Context: an optimization exercise on an open-source flow, tuned for small area, a short achievable clock period and few clock cycles per item. The choices shown serve that exercise and are no tape-out recipe. The RTL was checked by simulation tests, not by an equivalence proof against the original design. The clock input has no modelled driver; a real chip could not lean on it and would need a root buffer or a full tree. Power is estimated from default activity; no workload was simulated.

==> flow/design.v <==
module data_mem_ctrl #(
  parameter int Height     = 64,
  parameter int Length     = 32,
  parameter int WaitStates = 0
) (
  input  logic                                        clk,
  input  logic                                        rst_n,
  input  logic                                        reqValid,
  output logic                                        reqReady,
  input  logic                                        writeEnable,
  input  logic [2:0]                                  funct3,
  input  logic [$clog2(Height)+$clog2(Length/8)-1:0]  address,
  input  logic [Length-1:0]                           dataIn,
  output logic                                        respValid,
  output logic [Length-1:0]                           dataOut,
  output logic                                        error
);
  logic ready_q, v0_q, v1_q, v2_q;
  logic accept;
  assign accept    = reqValid && ready_q;
  assign reqReady  = ready_q;
  assign respValid = v2_q;
  always_ff @(posedge clk or negedge rst_n) begin
    if (!rst_n) begin
      ready_q <= 1'b0;
      v0_q    <= 1'b0;
      v1_q    <= 1'b0;
      v2_q    <= 1'b0;
    end else begin
      ready_q <= 1'b1;
      v0_q    <= accept;
      v1_q    <= v0_q;
      v2_q    <= v1_q;
    end
  end
  logic       st_legal, ld_legal;
  logic [1:0] lane;
  logic [3:0] be;
  logic [31:0] wd;
  logic [7:0] hi_dec, lo_dec;
  always_comb begin
    st_legal = writeEnable && !funct3[2] && (funct3[1:0] != 2'b11);
    ld_legal = !writeEnable && (funct3 != 3'b011) && (funct3 != 3'b110) &&
               (funct3 != 3'b111);
    lane = address[1:0];
    if (funct3[1:0] == 2'b01) lane[0] = 1'b0;
    if (funct3[1]) lane = 2'b00;
    case (funct3[1:0])
      2'b00:   be = 4'b0001 << lane;
      2'b01:   be = lane[1] ? 4'b1100 : 4'b0011;
      default: be = 4'b1111;
    endcase
    wd[7:0]   = dataIn[7:0];
    wd[15:8]  = (funct3[1:0] == 2'b00) ? dataIn[7:0] : dataIn[15:8];
    wd[23:16] = funct3[1] ? dataIn[23:16] : dataIn[7:0];
    wd[31:24] = funct3[1] ? dataIn[31:24] :
                (funct3[0] ? dataIn[15:8] : dataIn[7:0]);
    hi_dec = 8'b1 << address[7:5];
    lo_dec = 8'b1 << address[4:2];
  end
  logic [7:0]  hir_q, hiw_q;
  logic [7:0]  lo_q [4];
  logic [31:0] wd_q;
  logic [1:0]  lane_q;
  logic        byte_q, half_q, uns_q, zero_q, err_q;
  always_ff @(posedge clk) begin
    hir_q  <= hi_dec;
    hiw_q  <= (accept && st_legal) ? hi_dec : 8'b0;
    for (int b = 0; b < 4; b++)
      lo_q[b] <= (accept && st_legal && !be[b]) ? 8'b0 : lo_dec;
    wd_q   <= wd;
    lane_q <= lane;
    byte_q <= (funct3[1:0] == 2'b00);
    half_q <= (funct3[1:0] == 2'b01);
    uns_q  <= funct3[2];
    zero_q <= !ld_legal;
    err_q  <= !(st_legal || ld_legal);
  end
  logic [31:0] mem [64];
  logic [31:0] rd;
  always_comb begin
    rd = '0;
    for (int h = 0; h < 8; h++) begin
      logic [31:0] part;
      part = '0;
      for (int l = 0; l < 8; l++)
        for (int b = 0; b < 4; b++)
          part[b*8 +: 8] = part[b*8 +: 8] | (mem[h*8+l][b*8 +: 8] & {8{lo_q[b][l]}});
      rd = rd | (part & {32{hir_q[h]}});
    end
  end
  always_ff @(posedge clk) begin
    for (int h = 0; h < 8; h++)
      for (int l = 0; l < 8; l++)
        for (int b = 0; b < 4; b++)
          if (hiw_q[h] && lo_q[b][l])
            mem[h*8+l][b*8 +: 8] <= wd_q[b*8 +: 8];
  end
  logic [31:0] rd_q;
  logic [1:0]  lane1_q;
  logic        byte1_q, half1_q, uns1_q, zero1_q, err1_q;
  always_ff @(posedge clk) begin
    rd_q    <= rd;
    lane1_q <= lane_q;
    byte1_q <= byte_q;
    half1_q <= half_q;
    uns1_q  <= uns_q;
    zero1_q <= zero_q;
    err1_q  <= err_q;
  end
  logic [7:0]  b0, b1;
  logic        sgn;
  logic [31:0] ld;
  always_comb begin
    case (lane1_q)
      2'd0:    b0 = rd_q[7:0];
      2'd1:    b0 = rd_q[15:8];
      2'd2:    b0 = rd_q[23:16];
      default: b0 = rd_q[31:24];
    endcase
    b1  = lane1_q[1] ? rd_q[31:24] : rd_q[15:8];
    sgn = !uns1_q && (byte1_q ? b0[7] : b1[7]);
    if (byte1_q)      ld = {{24{sgn}}, b0};
    else if (half1_q) ld = {{16{sgn}}, b1, b0};
    else              ld = rd_q;
    if (zero1_q) ld = '0;
  end
  always_ff @(posedge clk) begin
    dataOut <= ld;
    error   <= err1_q;
  end
endmodule
==> flow/config.mk <==
export PLATFORM = sky130hd
export DESIGN_NAME = data_mem_ctrl
export DESIGN_NICKNAME = data_mem_ctrl
export VERILOG_FILES = /design/flow/design.v
export SDC_FILE = /design/flow/constraint.sdc
export NUM_CORES = 4
export LEC_CHECK = 0
export CAP_MARGIN = 20
export CORE_MARGIN = 2
export CORE_UTILIZATION = 65
export PLACE_DENSITY = 0.75
export SETUP_SLACK_MARGIN = 1.75
export SLEW_MARGIN = 20
==> flow/constraint.sdc <==
create_clock -name core_clock -period 3.6 [get_ports {clk}]
set_input_delay 0.7200 -clock core_clock [delete_from_list [all_inputs] [get_ports {clk}]]
set_output_delay 0.7200 -clock core_clock [all_outputs]
set_load 0.01 [all_outputs]
standard.sh (not shown) runs the stock make flow with config.mk's settings and CLKGATE_MAP_FILE= SYNTH_SCRIPT=/design/flow/synth_recipe.tcl, a recipe that flattens the netlist after the stock synthesis.
==> flow/flow/run.sh <==
#!/bin/bash
# Standard layout (the standard.sh) with one change: the clock tree is a
# hand-built two-level tree (flow/manual_cts.tcl, run as the PRE_CTS hook)
# instead of TritonCTS's three-level H-tree.
set -euo pipefail
here=$(pwd)
bash standard.sh "PRE_CTS_TCL=$here/flow/cts_hook.tcl" MCTS_LEAF_MAX=28 MCTS_NROOT=4 \
  finish > standard_finish.log 2>&1
==> flow/flow/manual_cts.tcl <==
# Two-level clock tree built by hand: the clock port drives NROOT root
# buffers; each root drives a group of leaf buffers; each leaf buffer drives a
# compact cluster of at most LEAF_MAX flip-flop clock pins. Clusters come from
# recursive bisection of the sink locations, buffers sit at their loads'
# centroids, and detailed placement legalizes them afterwards.
set ::mcts_leaf_max  [expr {[info exists ::env(MCTS_LEAF_MAX)] ? $::env(MCTS_LEAF_MAX) : 28}]
set ::mcts_nroot     [expr {[info exists ::env(MCTS_NROOT)] ? $::env(MCTS_NROOT) : 4}]
set ::mcts_buf       sky130_fd_sc_hd__clkbuf_16

proc mcts_split {items k} {
  # items: list of {x y payload}; split into k groups of near-equal size by
  # recursive bisection along the longer side of the bounding box.
  if {$k <= 1} { return [list $items] }
  set xs {}; set ys {}
  foreach it $items { lappend xs [lindex $it 0]; lappend ys [lindex $it 1] }
  set xs [lsort -integer $xs]; set ys [lsort -integer $ys]
  set dx [expr {[lindex $xs end] - [lindex $xs 0]}]
  set dy [expr {[lindex $ys end] - [lindex $ys 0]}]
  set idx [expr {$dx >= $dy ? 0 : 1}]
  set sorted [lsort -integer -index $idx $items]
  set k1 [expr {$k / 2}]
  set k2 [expr {$k - $k1}]
  set n [llength $sorted]
  set n1 [expr {int(round(double($n) * $k1 / $k))}]
  set a [lrange $sorted 0 [expr {$n1 - 1}]]
  set b [lrange $sorted $n1 end]
  return [concat [mcts_split $a $k1] [mcts_split $b $k2]]
}

proc mcts_centroid {items} {
  set sx 0; set sy 0
  foreach it $items { set sx [expr {$sx + [lindex $it 0]}]; set sy [expr {$sy + [lindex $it 1]}] }
  set n [llength $items]
  return [list [expr {$sx / $n}] [expr {$sy / $n}]]
}

proc mcts_build {} {
  global mcts_leaf_max mcts_nroot mcts_buf
  set db [ord::get_db]
  set block [ord::get_db_block]
  set master [$db findMaster $mcts_buf]
  set clk_port [get_full_name [lindex [sta::get_property [lindex [all_clocks] 0] sources] 0]]
  set clk_net [[$block findBTerm $clk_port] getNet]
  set sinks {}
  foreach it [$clk_net getITerms] {
    set inst [$it getInst]
    set bb [$inst getBBox]
    set x [expr {([$bb xMin] + [$bb xMax]) / 2}]
    set y [expr {([$bb yMin] + [$bb yMax]) / 2}]
    lappend sinks [list $x $y $it]
  }
  set n [llength $sinks]
  set nleaf [expr {int(ceil(double($n) / $mcts_leaf_max))}]
  # keep the leaf count a multiple of the root count
  set nleaf [expr {int(ceil(double($nleaf) / $mcts_nroot)) * $mcts_nroot}]
  puts "MCTS: $n sinks, $nleaf leaf buffers, $mcts_nroot root buffers"
  # Roots first split the sinks into regions, then each region into leaves.
  set regions [mcts_split $sinks $mcts_nroot]
  set li 0
  set ri 0
  foreach reg $regions {
    set rnet [odb::dbNet_create $block "clknet_mroot_$ri"]
    $rnet setSigType CLOCK
    set rbuf [odb::dbInst_create $block $master "clkbuf_mroot_$ri"]
    set leaves [mcts_split $reg [expr {$nleaf / $mcts_nroot}]]
    set lcents {}
    foreach lf $leaves {
      set lnet [odb::dbNet_create $block "clknet_mleaf_$li"]
      $lnet setSigType CLOCK
      set lbuf [odb::dbInst_create $block $master "clkbuf_mleaf_$li"]
      foreach s $lf {
        set it [lindex $s 2]
        $it disconnect
        $it connect $lnet
      }
      [$lbuf findITerm X] connect $lnet
      [$lbuf findITerm A] connect $rnet
      set c [mcts_centroid $lf]
      $lbuf setLocation [lindex $c 0] [lindex $c 1]
      $lbuf setPlacementStatus PLACED
      lappend lcents [list [lindex $c 0] [lindex $c 1] $lbuf]
      incr li
    }
    [$rbuf findITerm X] connect $rnet
    [$rbuf findITerm A] connect $clk_net
    set c [mcts_centroid $lcents]
    $rbuf setLocation [lindex $c 0] [lindex $c 1]
    $rbuf setPlacementStatus PLACED
    incr ri
  }
  $clk_net setSigType CLOCK
}
Other scripts of this flow, unchanged in this note and not shown: flow/flow/cts_hook.tcl
Testbench counts at the start, summed over its fixed seeds: cycles 16,024, items 16,000.
==> next run, changes <==
--- a/flow/flow/manual_cts.tcl
+++ b/flow/flow/manual_cts.tcl
@@ -6,3 +6,3 @@
-set ::mcts_leaf_max  [expr {[info exists ::env(MCTS_LEAF_MAX)] ? $::env(MCTS_LEAF_MAX) : 28}]
-set ::mcts_nroot     [expr {[info exists ::env(MCTS_NROOT)] ? $::env(MCTS_NROOT) : 4}]
-set ::mcts_buf       sky130_fd_sc_hd__clkbuf_16
+set mcts_leaf_max  [expr {[info exists ::env(MCTS_LEAF_MAX)] ? $::env(MCTS_LEAF_MAX) : 28}]
+set mcts_nroot     [expr {[info exists ::env(MCTS_NROOT)] ? $::env(MCTS_NROOT) : 4}]
+set mcts_buf       sky130_fd_sc_hd__clkbuf_16
The changed run did not get past clock tree synthesis (4_1_cts).
Synthesized cell count is unchanged.
Area after synthesis is unchanged.
==> next run, changes <==
--- a/flow/flow/run.sh
+++ b/flow/flow/run.sh
@@ -2 +2 @@
-# Standard layout (the standard.sh) with one change: the clock tree is a
+# Standard layout (the standard.sh) with two changes: the clock tree is a
@@ -4 +4,2 @@
-# instead of TritonCTS's three-level H-tree.
+# instead of TritonCTS's three-level H-tree, and the port buffers start as
+# plain buffers (buf_4) rather than delay cells, so timing repair can size them.
@@ -7,0 +9 @@
+  "BUFFER_PORTS_ARGS=-buffer_cell sky130_fd_sc_hd__buf_4" \
--- a/flow/flow/manual_cts.tcl
+++ b/flow/flow/manual_cts.tcl
@@ -6,3 +6,3 @@
-set mcts_leaf_max  [expr {[info exists ::env(MCTS_LEAF_MAX)] ? $::env(MCTS_LEAF_MAX) : 28}]
-set mcts_nroot     [expr {[info exists ::env(MCTS_NROOT)] ? $::env(MCTS_NROOT) : 4}]
-set mcts_buf       sky130_fd_sc_hd__clkbuf_16
+set ::mcts_leaf_max  [expr {[info exists ::env(MCTS_LEAF_MAX)] ? $::env(MCTS_LEAF_MAX) : 28}]
+set ::mcts_nroot     [expr {[info exists ::env(MCTS_NROOT)] ? $::env(MCTS_NROOT) : 4}]
+set ::mcts_buf       sky130_fd_sc_hd__clkbuf_16
CORE_UTILIZATION = 72   (was 65)
PLACE_DENSITY = 0.82   (was 0.75)
SETUP_SLACK_MARGIN = 1.8   (was 1.75)
Effect:
- Now the flow finished with timing, DRC and antenna clean
- synthesized cell count stays the same
- area after synthesis stays the same
==> next run, changes <==
CORE_UTILIZATION = 65   (was 72)
PLACE_DENSITY = 0.75   (was 0.82)
Result: Worst setup slack improves by 0.068 ns; cell area is about the same; critical path depth shrinks by 3; area after synthesis does not change; utilization shrinks by 7.8 points; die area grows by 11%; wire length shrinks by 1.9%; total power stays flat.
The clock cells of the first, third and fourth runs of this note come from the design's own scripts or RTL, not from TritonCTS.

==> re-timing with driven ports <==
The flow's constraints put no driver on any port. The routed layouts listed below were extracted and timed again, unchanged, in two steps. Step 1 (the two cells are an assumption about what drives the block):
set clk [get_ports {clk}]
set_driving_cell -lib_cell sky130_fd_sc_hd__clkbuf_16 $clk
set_driving_cell -lib_cell sky130_fd_sc_hd__buf_2 [delete_from_list [all_inputs] $clk]
Step 2, shift: input delay + t, output delay - t, t = (earliest + latest rising clock arrival at the registers) / 2. This alone moves slack from input paths to output paths. Slacks: ideal ports / drivers / drivers and shift; pairs: ideal ports / drivers.
run | t (ns) | setup slack, ns | hold WS [ns] | worst setup path at the end | worst data-port slew with drivers (ns)
the first run | 0.738 | 1.689 / 1.578 / 1.195 | 0.338 / 0.199 / 0.338 | input to register | 0.19
the third run | 0.742 | 1.694 / 1.569 / 1.270 | 0.318 / 0.189 / 0.318 | input to register | 0.21
the fourth run | 0.732 | 1.762 / 1.602 / 1.401 | 0.266 / 0.136 / 0.333 | input to register | 0.17
After both steps setup and hold are still met in every run listed. For the first run, which loses most, drivers alone change the setup slack by -0.111 ns; drivers and shift together by -0.494 ns.
